This design comes from an exercise in tuning for small area on the open sky130 flow, not from production work. In this exercise RTL edits were held to simulation tests only and were not proved equivalent to the original. Power figures rest on the tool's default switching activity, not on a simulated workload.

==> design/flow/design.v <==
module pipe_collector #(
    parameter int unsigned WORDS = 64,
    parameter int unsigned WIDTH = 25
) (
    input  logic             clk,
    input  logic             rst,
    input  logic             col_valid,
    output logic             col_ready,
    input  logic [4:0]       col_idx,
    input  logic [WORDS-1:0] col_data,
    input  logic             flush,
    output logic             out_valid,
    input  logic             out_ready,
    output logic [5:0]       out_idx,
    output logic [WIDTH-1:0] out_word,
    output logic             done,
    output logic             idx_err
);
    typedef enum logic [0:0] {StCollect, StDrain} state_e;
    state_e                        state_q, state_d;
    logic [WORDS-1:0][WIDTH-1:0]   buf_q, buf_d;
    logic [WIDTH-1:0]              mask_q, mask_d;
    logic [5:0]                    out_idx_q, out_idx_d;
    logic                          done_q, done_d;
    logic                          idx_err_q, idx_err_d;
    logic col_accept;
    logic idx_ok;
    assign col_accept = col_valid & col_ready;
    assign idx_ok     = (col_idx < 5'(WIDTH));
    always_comb begin
        state_d   = state_q;
        buf_d     = buf_q;
        mask_d    = mask_q;
        out_idx_d = out_idx_q;
        done_d    = 1'b0;
        idx_err_d = idx_err_q;
        unique case (state_q)
            StCollect: begin
                if (col_accept) begin
                    if (idx_ok) begin
                        for (int c = 0; c < int'(WIDTH); c++) begin
                            if (col_idx == 5'(c)) begin
                                for (int n = 0; n < int'(WORDS); n++) begin
                                    buf_d[n][WIDTH-1-c] = col_data[n];
                                end
                                mask_d[c] = 1'b1;
                            end
                        end
                    end else begin
                        idx_err_d = 1'b1;
                    end
                end
                if ((&mask_d) || flush) begin
                    state_d = StDrain;
                end
            end
            StDrain: begin
                if (out_ready) begin
                    if (out_idx_q == 6'(WORDS-1)) begin
                        state_d   = StCollect;
                        buf_d     = '0;
                        mask_d    = '0;
                        out_idx_d = '0;
                        done_d    = 1'b1;
                    end else begin
                        out_idx_d = out_idx_q + 6'd1;
                    end
                end
            end
            default: state_d = StCollect;
        endcase
    end
    always_ff @(posedge clk or posedge rst) begin
        if (rst) begin
            state_q   <= StCollect;
            buf_q     <= '0;
            mask_q    <= '0;
            out_idx_q <= '0;
            done_q    <= 1'b0;
            idx_err_q <= 1'b0;
        end else begin
            state_q   <= state_d;
            buf_q     <= buf_d;
            mask_q    <= mask_d;
            out_idx_q <= out_idx_d;
            done_q    <= done_d;
            idx_err_q <= idx_err_d;
        end
    end
    assign col_ready = (state_q == StCollect);
    assign out_valid = (state_q == StDrain);
    assign out_idx   = out_idx_q;
    assign out_word  = buf_q[out_idx_q];
    assign done      = done_q;
    assign idx_err   = idx_err_q;
endmodule
==> design/flow/run.sh <==
#!/bin/bash
# synth_recipe.tcl (not shown) runs the flow's synth.tcl, then flattens the netlist and writes it again
# the make line also repeats each setting of config.mk as NAME=value (left out here)
make -C /OpenROAD-flow-scripts/flow DESIGN_CONFIG=/design/flow/config.mk WORK_HOME=/design/flow/orfs CLKGATE_MAP_FILE= SYNTH_SCRIPT=/design/flow/synth_recipe.tcl finish
==> design/flow/config.mk <==
export PLATFORM = sky130hd
export DESIGN_NAME = pipe_collector
export DESIGN_NICKNAME = pipe_collector
export VERILOG_FILES = /design/flow/design.v
export SDC_FILE = /design/flow/constraint.sdc
export NUM_CORES = 4
export LEC_CHECK = 0
export CAP_MARGIN = 20
export CORE_MARGIN = 2
export CORE_UTILIZATION = 40
export SLEW_MARGIN = 20
==> design/flow/constraint.sdc <==
create_clock -name core_clock -period 7.5 [get_ports {clk}]
set_input_delay 1.5000 -clock core_clock [delete_from_list [all_inputs] [get_ports {clk}]]
set_output_delay 1.5000 -clock core_clock [all_outputs]
set_load 0.01 [all_outputs]
==> results of run 1 <==
## critical path, stage by stage, from the launching register on
cell and delay, ns:
sky130_fd_sc_hd__dfrtp_4 0.91, sky130_fd_sc_hd__buf_12 0.39, sky130_fd_sc_hd__buf_4 0.41, sky130_fd_sc_hd__mux4_2 0.59, sky130_fd_sc_hd__a21oi_1 0.57, sky130_fd_sc_hd__a22oi_1 0.43, sky130_fd_sc_hd__o211a_1 0.43, sky130_fd_sc_hd__clkdlybuf4s50_1 0.51
## layer usage
metal | up-vias | share of wire
met4 | 0 | 0.029
met5 | - | 0
met2 | 992 | 0.46
li1 | 18300 | -
met3 | 282 | 0.046
met1 | 23900 | 0.46
## final cells by class
| cell class | count | area share |
|---|---|---|
| multi-input combinational | 2819 | 0.380 |
| clock inverter | 56 | 0.00873 |
| timing repair buffer | 265 | 0.0308 |
| inverter | 8 | 0.000398 |
| antenna | 4 | 0.000118 |
| sequential | 1634 | 0.482 |
| clock buffer | 266 | 0.0614 |
| tap | 2495 | 0.0368 |
## logic make-up after synthesis
group                    after synthesis
multiplexers                        2188
flip-flops                          1634
buffers and inverters                473
AO/OA/AOI/OAI                        372
AND/OR/NAND/NOR                      256
XOR/XNOR                               2
adder cells (fa/ha/maj)                1
## sequential cells by signal, indices dropped and copies added, names as in the netlist
signal     count
buf_q       1600
done_q         1
idx_err_q      1
mask_q        25
out_idx_q      6
state_q        1
## per-stage QoR
step	util	area, µm²
6_report	0.452	84800
5_1_grt	0.452	84800
4_1_cts	0.452	84800
3_5_place_dp	0.420	78800
3_3_place_gp	0.420	78800
2_1_floorplan	-	75400
## where the power goes
part	internal, W	switching, W
sequential	0.00909	0.000285
combinational	0.00176	0.00308
clock	0.00528	0.00367
## worst max-delay path by stage
stage / from / endpoint / depth (start not counted)
3_5_place_dp: out_idx_q[0]$_DFFE_PP0P_ / out_word[19] / 7
3_3_place_gp: out_idx_q[3]$_DFFE_PP0P_ / out_word[15] / 6
6_report: out_idx_q[0]$_DFFE_PP0P_ / out_word[19] / 7
2_1_floorplan: rst / buf_q[0]$_DFFE_PP0P_ / 1
4_1_cts: out_idx_q[0]$_DFFE_PP0P_ / out_word[19] / 7
5_1_grt: out_idx_q[0]$_DFFE_PP0P_ / out_word[15] / 9
## cells in the final DEF, fill, tap and decap left out, types with 22 or more instances in the layout
cell                              synthesis  final
sky130_fd_sc_hd__nor2b_2                  0     34
sky130_fd_sc_hd__clkdlybuf4s50_1          0    108
sky130_fd_sc_hd__nor3_1                  34     34
sky130_fd_sc_hd__a21oi_1                 91     91
sky130_fd_sc_hd__mux2_1                  25     25
sky130_fd_sc_hd__nand2_1                 41     41
sky130_fd_sc_hd__clkinv_2                 0     27
sky130_fd_sc_hd__mux2_4                  30     30
sky130_fd_sc_hd__clkbuf_1               160     47
sky130_fd_sc_hd__o21ai_0                 22     22
sky130_fd_sc_hd__buf_4                   39    127
sky130_fd_sc_hd__o22ai_1                 74     74
sky130_fd_sc_hd__mux2i_1                282    282
sky130_fd_sc_hd__nor2_1                  41     40
sky130_fd_sc_hd__a22oi_1                 41     41
sky130_fd_sc_hd__mux4_2                 286    286
sky130_fd_sc_hd__buf_12                   0     28
sky130_fd_sc_hd__clkbuf_8                 8     40
sky130_fd_sc_hd__dfrtp_1               1634   1627
sky130_fd_sc_hd__o221ai_1                46     46
sky130_fd_sc_hd__clkbuf_16                0    179
sky130_fd_sc_hd__nor2b_4                  0     32
sky130_fd_sc_hd__mux2_2                1565   1565
==> run notes, run 1 <==
The DRC violation count after routing is 0. The combinational family with the most area after synthesis is multiplexers. For the final routed database, the setup TNS stands at 0 ns. The smallest clock period supported by the final layout is computed as 6.60 ns. The floorplan step set the die width to about 440 µm. The maximum resistive drop on vdd is about 0.00028 V. Setup repair after global routing left no endpoint under its margin.

The buffers inserted during post-CTS setup optimization came out at 0. After detailed routing, the average wire length per cell comes to 28.1 µm. The detailed-route via count came out at between 40k and 50k. In this run the tightest slew margin relative to its limit is 0.234. The total global routing track utilization is 0.222. CTS saw about 1.6k sinks. The number of nets with antenna violations after routing came out at 0. The count of instances resized after the clock tree is built came out at 0. At the later pin of the worst-skew pair, clock insertion delay measures a little over 0.8 ns.

In this run the power density over the cells is 273 nW/µm². Measured in cells, the most critical reg-to-reg path has a length of 8. The count of different cell masters after synthesis came out at 63. Summing every instance area after synthesis gives around 75,000 µm². The leakage component of the power came out at 39.6 nW.

The startpoint identified for the worst register-to-register timing path is out_idx_q[2]$_DFFE_PP0P_. The final-report setup violation count is 0. Summed over all nets, the half-perimeter wirelength after detailed placement is 127 mm. The number of nets in the synthesized netlist is between 5k and 6k. The count of cells along the worst hold path came out at 1.

The per-instance average area after synthesis is 15.3 µm². The footprint of the multi-input gates is ~32,000 µm². The initial utilization of the core area, before any placement, comes to 0.402. The number of antenna violations at the first check in global routing came out at 4.

The complex-gate fraction of the synthesized area is 0.0341. The weighted congestion reported at the end of routability-driven placement came out at 0.805. In this run the core area contains approximately 160 standard-cell rows.

The number of buffers created by CTS came out at approximately 180. The final clock skew came out at 0.0208 ns. The synthesized instance count is just under 5k. The count of final hold-check violations came out at 0.

The filler-free cell count of the finished design is 7,547. The total length of routed wires came out at 212 mm. The clock-pin slew reported for the worst setup and hold paths after clock tree synthesis is ~0.060 ns. The maximum number of pins on one net before global-route repair is around 170.

The length of the first detailed-routing pass in iterations came out at 7. The total power after layout came out at between 0.02 and 0.025 W. The worst hold path begins at buf_q[667]$_DFFE_PP0P_. The proportion of synthesized area in mux cells came out at 0.366. The core footprint is 188,000 µm².

The synthesis warning total is 1. TritonCTS built the clock tree. The number of fill cells in the layout came out at 16.5k. The final-report max-slew violation count is 0. The number of vias per cell after detailed routing is between 5 and 6. The capture instance of the worst register-to-register path is buf_q[1367]$_DFFE_PP0P_.

The number of buffers on the longest clock path is 3. The xor/xnor share of the synthesized area is 0.000232. The flip-flop and latch count after synthesis is between 1.5k and 2k. The most repeated cell in the gate-level netlist after synthesis is sky130_fd_sc_hd__dfrtp_1. The quantity of I/O buffers inserted on ports came out at 108. The via count of the first global-routing pass came out at 45.4k. After global routing, the most crowded layer is met2. The hold path endpoint is buf_q[667]$_DFFE_PP0P_. The share of synthesized area occupied by flip-flops and latches came out at 0.542. The share of layout cells above drive strength 1 is 0.481. The adder-cell share of the synthesized area is 0.000166. The reported max-cap violation count came out at 0. The transition time of the tightest slew-check pin is 1.15 ns. The worst path setup slack after routing came out at roughly 0.90 ns.

The global-route wire length before repair came out at around 320 mm. Of all flip-flops after synthesis, the portion carrying an async set or reset was 1.00. The count of hold buffers inserted by post-cts repair is 0.

The met3 global-route usage came out at 0.0319. The proportion of netlist area held by the largest area contributor is 0.542. The floorplan step defined a die boundary enclosing between 150,000 and 200,000 µm². The class of the most critical hold timing path is flip-flop to flip-flop.

The worst path required time is roughly 6 ns. The fmax is ~0.15 GHz. The final net count is between 4k and 5k. The level count of the clock H-tree is 4. For flop-to-flop paths, the worst setup slack is between 2 and 3 ns. For this run, global-route usage on met1 was measured as 0.321. The overall die height came out at 438 µm. The root buffer cell is sky130_fd_sc_hd__clkbuf_16.

The storage element area came out at slightly above 40,000 µm². The post-synthesis simple-gate area fraction is 0.0205. The data arrival time of the critical path is about 5.1 ns. The largest area contributor in the synthesized netlist is sky130_fd_sc_hd__dfrtp_1. Among all flip-flop cells after synthesis, the most frequent one is sky130_fd_sc_hd__dfrtp_1. The I/O pin count came out at between 100 and 150. The number of violations reported at the end of detailed-routing iteration 0 came out at between 3k and 4k. The worst setup path is launched from a flip-flop. By area the synthesized netlist is led by sky130_fd_sc_hd__dfrtp_1 (54%), sky130_fd_sc_hd__mux2_2 (23%), sky130_fd_sc_hd__mux4_2 (8.5%). The post-route clock period utilization came out at 0.880. Along the worst path, the maximum fanout reaches 40. The element type at the critical path end is an output port.

Counting flops with a built-in enable in the synthesized netlist gives 0. The post-placement cell count is roughly 7.2k. The met2 layer usage reported by global route is 0.346. The commonest cells after synthesis are sky130_fd_sc_hd__dfrtp_1 (1,634), sky130_fd_sc_hd__mux2_2 (1,565), sky130_fd_sc_hd__mux4_2 (286), sky130_fd_sc_hd__mux2i_1 (282), sky130_fd_sc_hd__clkbuf_1 (160).

The run finished with no timing, DRC or antenna violations. Compared with the post-synthesis result, the final layout area differs by 12.6%. The category of the most critical setup path is flip-flop to output port. The placement-stage worst setup slack is around 1.7 ns. On the final layout, the worst hold slack is around 0.48 ns.

For this run the aggregate overflow at the end of global routing stands at 0.
==> run 2, diff against run 1 <==
==> design/flow/design.v (replaced) <==
module pipe_collector #(
    parameter int unsigned WORDS = 64,
    parameter int unsigned WIDTH = 25
) (
    input  logic             clk,
    input  logic             rst,
    input  logic             col_valid,
    output logic             col_ready,
    input  logic [4:0]       col_idx,
    input  logic [WORDS-1:0] col_data,
    input  logic             flush,
    output logic             out_valid,
    input  logic             out_ready,
    output logic [5:0]       out_idx,
    output logic [WIDTH-1:0] out_word,
    output logic             done,
    output logic             idx_err
);
    logic                          drain_q;
    logic [WIDTH-1:0]              buf_q [WORDS];    
    logic [WIDTH-1:0]              mask_q;           
    logic [WIDTH-1:0]              we;
    logic [5:0]                    out_idx_q;
    logic                          done_q;
    logic                          idx_err_q;
    logic col_accept;
    logic last;
    assign col_accept = col_valid & ~drain_q;
    assign last       = drain_q & out_ready & (out_idx_q == 6'(WORDS-1));
    always_comb begin
        for (int c = 0; c < int'(WIDTH); c++) begin
            we[c] = col_accept & (col_idx == 5'(c));
        end
    end
    always_ff @(posedge clk) begin
        for (int c = 0; c < int'(WIDTH); c++) begin
            if (we[c]) begin
                for (int n = 0; n < int'(WORDS); n++) begin
                    buf_q[n][WIDTH-1-c] <= col_data[n];
                end
            end
        end
    end
    always_ff @(posedge clk or posedge rst) begin
        if (rst) begin
            drain_q   <= 1'b0;
            mask_q    <= '0;
            out_idx_q <= '0;
            done_q    <= 1'b0;
            idx_err_q <= 1'b0;
        end else begin
            done_q <= last;
            if (col_accept && col_idx >= 5'(WIDTH)) idx_err_q <= 1'b1;
            if (!drain_q) begin
                mask_q <= mask_q | we;
                if ((&(mask_q | we)) || flush) drain_q <= 1'b1;
            end else if (out_ready) begin
                out_idx_q <= out_idx_q + 6'd1;
                if (last) begin
                    drain_q <= 1'b0;
                    mask_q  <= '0;
                end
            end
        end
    end
    logic [WIDTH-1:0] word;
    assign word = buf_q[out_idx_q];
    always_comb begin
        for (int c = 0; c < int'(WIDTH); c++) begin
            out_word[WIDTH-1-c] = word[WIDTH-1-c] & mask_q[c];
        end
    end
    assign col_ready = ~drain_q;
    assign out_valid = drain_q;
    assign out_idx   = out_idx_q;
    assign done      = done_q;
    assign idx_err   = idx_err_q;
endmodule
==> run 2 against run 1 <==
  * Critical path depth is 5 higher
  * Design area fell by 16%
  * Largest power group unchanged
  * Clock-buffer cell count is 51 lower
  * Die area shrank 19%
  * Clock power fell by about 10%
  * Critical path type unchanged
  * First-iteration DRC count rose to 4.1 times the previous value
  * Flip-flop and latch count did not move
  * The layout now fails its checks (setup timing)
  * Area after synthesis down 19%
  * Cell count decreased by 20%
  * Clock skew is 0.0066 ns higher
  * Combinational power increased by 15%
  * Register-to-register slack improved by 0.71 ns
==> run notes, run 2 <==
The flow ran to the end, but the layout failed its checks. The checks that failed: setup timing. The post-route clock period utilization is 1.02 (+0.138). The final core area utilization came out at 0.468 (+0.0161).

The half-perimeter wire length of the detailed placement result is 160 mm (+26%). The number of buffers created by CTS came out at 166 (-5.7%). The detailed-route via count is 43.8k (+0.66%).

Sorting the synthesized cells by area gives the leading types as sky130_fd_sc_hd__edfxtp_1 (79%), sky130_fd_sc_hd__a22oi_1 (6.6%), sky130_fd_sc_hd__and3_1 (1.6%). The DRC violation count after routing came out at 0 (unchanged). The normalized max-slew margin is 0.0994 (-0.134). The largest registers in the layout are buf_q (1600), mask_q (25), out_idx_q (6).

The net count after synthesis is 3,605 (-28%). The most used flip-flop cell after synthesis is sky130_fd_sc_hd__edfxtp_1. The total length of routed wires came out at 286 mm (+35%).

The synthesized instance count was 3,527 (-28%). The count of final hold-check violations is 0 (unchanged). The worst path setup slack after routing is -0.137 ns (-1.03 ns). The quantity of I/O buffers inserted on ports is 108 (unchanged).

The starting density of the core is 0.402 (about the same). The via count of the first global-routing pass was 38.9k (-14%). The biggest area contributor in the post-synthesis netlist is sky130_fd_sc_hd__edfxtp_1. The final-report max-slew violation count came out at 0 (unchanged). The floorplan row count was 143 (-10%). The storage element area is 48,900 µm² (+20%). The chip width came out at 394 µm (-10%).

The clock latency reported for the late side of the worst-skew pair was 0.84 ns (+0.03 ns). The overflow left after global routing came to 0 (unchanged). The number of vias per cell after detailed routing came to 7.25 (+26%).

The per-instance average area after synthesis came out at 17.3 µm² (+13%). The average wire per cell in the routed design came out at 47.5 µm (+69%). The most common cell in the synthesized netlist is sky130_fd_sc_hd__edfxtp_1. The worst path required time is 6.00 ns (about the same). The buffers inserted during post-CTS setup optimization is 0 (unchanged).

The root buffer cell is sky130_fd_sc_hd__clkbuf_16. The leading cell type in the layout, fill and taps excluded is sky130_fd_sc_hd__edfxtp_1. The length of the first detailed-routing pass in iterations is 9 (+2).

The count of different cell masters after synthesis was 66 (+4.8%). The synthesis warning total is 2 (+1). The I/O pin count came out at 109 (unchanged). The count of flip-flops with a built-in enable after synthesis came out at 1,600 (+1,600).

The proportion of netlist area held by the largest area contributor came out at 0.789 (+0.247). The total global routing track utilization came out at 0.361 (+0.140). The clock-pin slew reported for the worst setup and hold paths after clock tree synthesis came out at 0.06 ns (about the same).

The clock period minus worst slack is 7.64 ns (+1.03 ns). The count of instances resized after the clock tree is built was 0 (unchanged). The number of antenna violations at the first check in global routing is 69 (+65).

The maximum number of pins on one net before global-route repair was 67 (-60%). The leakage component of the power is 22.8 nW (-42%). The share of layout cells above drive strength 1 is 0.166 (-0.316). The maximum resistive drop on vdd is 0.000357 V (+28%). The clock net sink count is 1,634 (unchanged). The top cell types in the final layout, fill and taps aside, are sky130_fd_sc_hd__edfxtp_1 (1,600), sky130_fd_sc_hd__a22oi_1 (536), sky130_fd_sc_hd__buf_4 (230), sky130_fd_sc_hd__clkbuf_16 (168), sky130_fd_sc_hd__and3_1 (156). The power per unit of standard cell area is 336 nW/µm² (+23%). The number of fill cells in the layout came out at 12.9k (-22%). The footprint of the multi-input gates is 11,600 µm² (-64%). The number of nets with antenna violations after routing is 0 (unchanged).

The final-report setup violation count came to 2 (+2). TritonCTS built the clock tree. The startpoint type of the worst setup path is a flip-flop. The number of violations reported at the end of detailed-routing iteration 0 is 12.6k (+310%).

The mapped cell area was 60,900 µm² (-19%). The weighted congestion reported at the end of routability-driven placement came out at 0.994 (+23%). The setup path with the least slack is of type flip-flop to output port. The data arrival time of the critical path is 6.14 ns (+1.04 ns). The die outline area came out at 155,000 µm² (-19%). The final clock skew came out at 0.0274 ns (+0.00659 ns).

The final net count came out at 3,902 (-22%). Setup repair after global routing could not meet its margin everywhere. The transition time of the tightest slew-check pin is 1.35 ns (+0.198 ns). The share of synthesized area occupied by flip-flops and latches is 0.803 (+0.261). The global-route wire length before repair came out at 371 mm (+18%). The filler-free cell count of the finished design is 6,031 (-20%). The count of hold buffers inserted by post-cts repair was 0 (unchanged).

The core footprint came to 152,000 µm² (-19%). The reported max-cap violation count came out at 0 (unchanged). Ranked by flip-flop count, first place goes to buf_q.

The post-placement cell count is 5,685 (-21%). The critical-path maximum fanout came to 19 (-53%). The flip-flop count of the largest register after layout came to 1,600 (unchanged). The number of buffers on the longest clock path came out at 3 (unchanged).

By count the netlist is led by sky130_fd_sc_hd__edfxtp_1 (1,600), sky130_fd_sc_hd__a22oi_1 (536), sky130_fd_sc_hd__clkbuf_1 (162), sky130_fd_sc_hd__and3_1 (157), sky130_fd_sc_hd__nand3_1 (135). The level count of the clock H-tree is 4 (unchanged). The overall die height is 394 µm (-10%).

The proportion of synthesized flip-flops having asynchronous set or reset is 0.0208 (-0.979). The class of the most critical hold timing path is flip-flop to flip-flop. The fmax came out at 0.131 GHz (-14%). The flip-flop and latch count after synthesis is 1,634 (unchanged).

The element type at the critical path end is an output port. Compared with the post-synthesis result, the final layout area differs by 16.6%.
-- run 2: cell count changes after synthesis, moves of 70 or more --
cell / previous run / this run
sky130_fd_sc_hd__a22oi_1: 41 / 536
sky130_fd_sc_hd__nand3_1: 9 / 135
sky130_fd_sc_hd__dfrtp_1: 1634 / 34
sky130_fd_sc_hd__and3_1: 0 / 157
sky130_fd_sc_hd__nand4_1: 7 / 118
sky130_fd_sc_hd__mux4_2: 286 / 1
sky130_fd_sc_hd__edfxtp_1: 0 / 1600
sky130_fd_sc_hd__nor2b_1: 79 / 7
sky130_fd_sc_hd__buf_2: 103 / 33
sky130_fd_sc_hd__buf_6: 77 / 3
sky130_fd_sc_hd__mux2_2: 1565 / 7
sky130_fd_sc_hd__nor2_1: 41 / 134
sky130_fd_sc_hd__mux2i_1: 282 / 32
-- run 2: layer usage --
metal / vias to the layer above / GRT usage / routed length [µm]
met3: 1261 / 0.153 / 53900
li1: 15400 / - / -
met4: 34 / 0.249 / 25100
met5: - / 0.00400 / 342
met1: 21600 / 0.459 / 91200
met2: 5466 / 0.499 / 116000
-- run 2: power breakdown --
group | total [W] | switching (W) | internal, W
clock network | 0.00805 | 0.00364 | 0.00441
registers | 0.0102 | 0.000161 | 0.0101
logic | 0.00559 | 0.00434 | 0.00124
total | 0.0239 | 0.00814 | 0.0157
-- run 2: cells by family (layout without fill, tap and decap cells) --
logic type      count (synthesis)  after routing  share of synthesized area
mux                            40             40                    0.00693
fa+ha+maj                       4              4                   0.000822
other cells                     0             42                          0
simple gates                  786            786                     0.0702
flops                        1634           1634                      0.803
buf+inv                       231            663                     0.0158
xor+xnor                        5              5                   0.000719
compound gates                827            827                      0.102
-- run 2: final timing paths --
path	slack, ns	cells past startpoint	endpoint	from
max	-0.14	12	out_word[17]	out_idx_q[0]$_DFFE_PP0P_
min	0.49	1	idx_err_q$_DFFE_PP0P_	idx_err_q$_DFFE_PP0P_
max reg2reg	3.53	4	buf_q[1][1]$_DFFE_PP_	drain_q$_DFF_PP0_
min reg2reg	0.49	1	idx_err_q$_DFFE_PP0P_	idx_err_q$_DFFE_PP0P_
max in group asynchronous	5.70	2	out_idx_q[3]$_DFFE_PP0P_	rst
min in group asynchronous	1.18	2	out_idx_q[2]$_DFFE_PP0P_	rst
-- run 2: cell type report --
class	count	area share
Clock inverter	88	0.0105
Tap cell	2030	0.0358
Inverter	13	0.000705
Multi-Input combinational cell	1662	0.163
Sequential cell	1634	0.689
Antenna cell	42	0.00148
Timing Repair Buffer	347	0.0378
Clock buffer	215	0.0620
-- run 2: worst max-delay path: stages (launching register included) --
cell	delay [ns]
sky130_fd_sc_hd__dfrtp_1	0.45
sky130_fd_sc_hd__inv_1	0.15
sky130_fd_sc_hd__ha_2	0.51
sky130_fd_sc_hd__buf_4	0.37
sky130_fd_sc_hd__nand3_1	0.61
sky130_fd_sc_hd__nor2_4	0.61
sky130_fd_sc_hd__buf_4	0.42
sky130_fd_sc_hd__a22oi_1	0.15
sky130_fd_sc_hd__nand4_1	0.28
sky130_fd_sc_hd__nor4_2	0.08
sky130_fd_sc_hd__buf_4	0.18
sky130_fd_sc_hd__a31oi_1	0.80
sky130_fd_sc_hd__clkdlybuf4s50_1	0.70
-- run 2: stage by stage --
| stage | worst slack (ns) | total power [W] | area [µm²] | setup TNS, ns | hold WS, ns |
|---|---|---|---|---|---|
| final | -0.137 | 0.0239 | 71000 | -0.224 | 0.486 |
| after CTS | 0.0240 | 0.0234 | 70800 | 0 | 0.489 |
| after floorplan | 0.0292 | 0.0125 | 60900 | 0 | 0.474 |
| after detailed placement | 0.903 | 0.0156 | 65700 | 0 | 0.472 |
| after global placement | 0.976 | 0.0155 | 65600 | 0 | 0.468 |
| after global routing | 0.0132 | 0.0239 | 70900 | 0 | 0.495 |

[what the ideal ports hide]
No port has a modelled driver above. Below, the same layouts with a new extraction and two added sets of constraints. Step 1 assumes that a clkbuf_16 drives the clock port and a buf_2 every other input. Step 2, shift: input delay + t, output delay - t, t = (earliest + latest rising clock arrival at the registers) / 2. This alone moves slack from input paths to output paths. Slacks: ideal ports / drivers / drivers and shift; pairs: ideal ports / drivers.
run | t (ns) | slack for setup (ns) | worst slew at a driven data input, ns | cell pins on the clock port's net
run 1 | 0.890 | 0.897 / 0.810 / 1.700 | 0.12 | 1
run 2 | 0.895 | -0.137 / -0.221 / 0.675 | 0.07 | 1
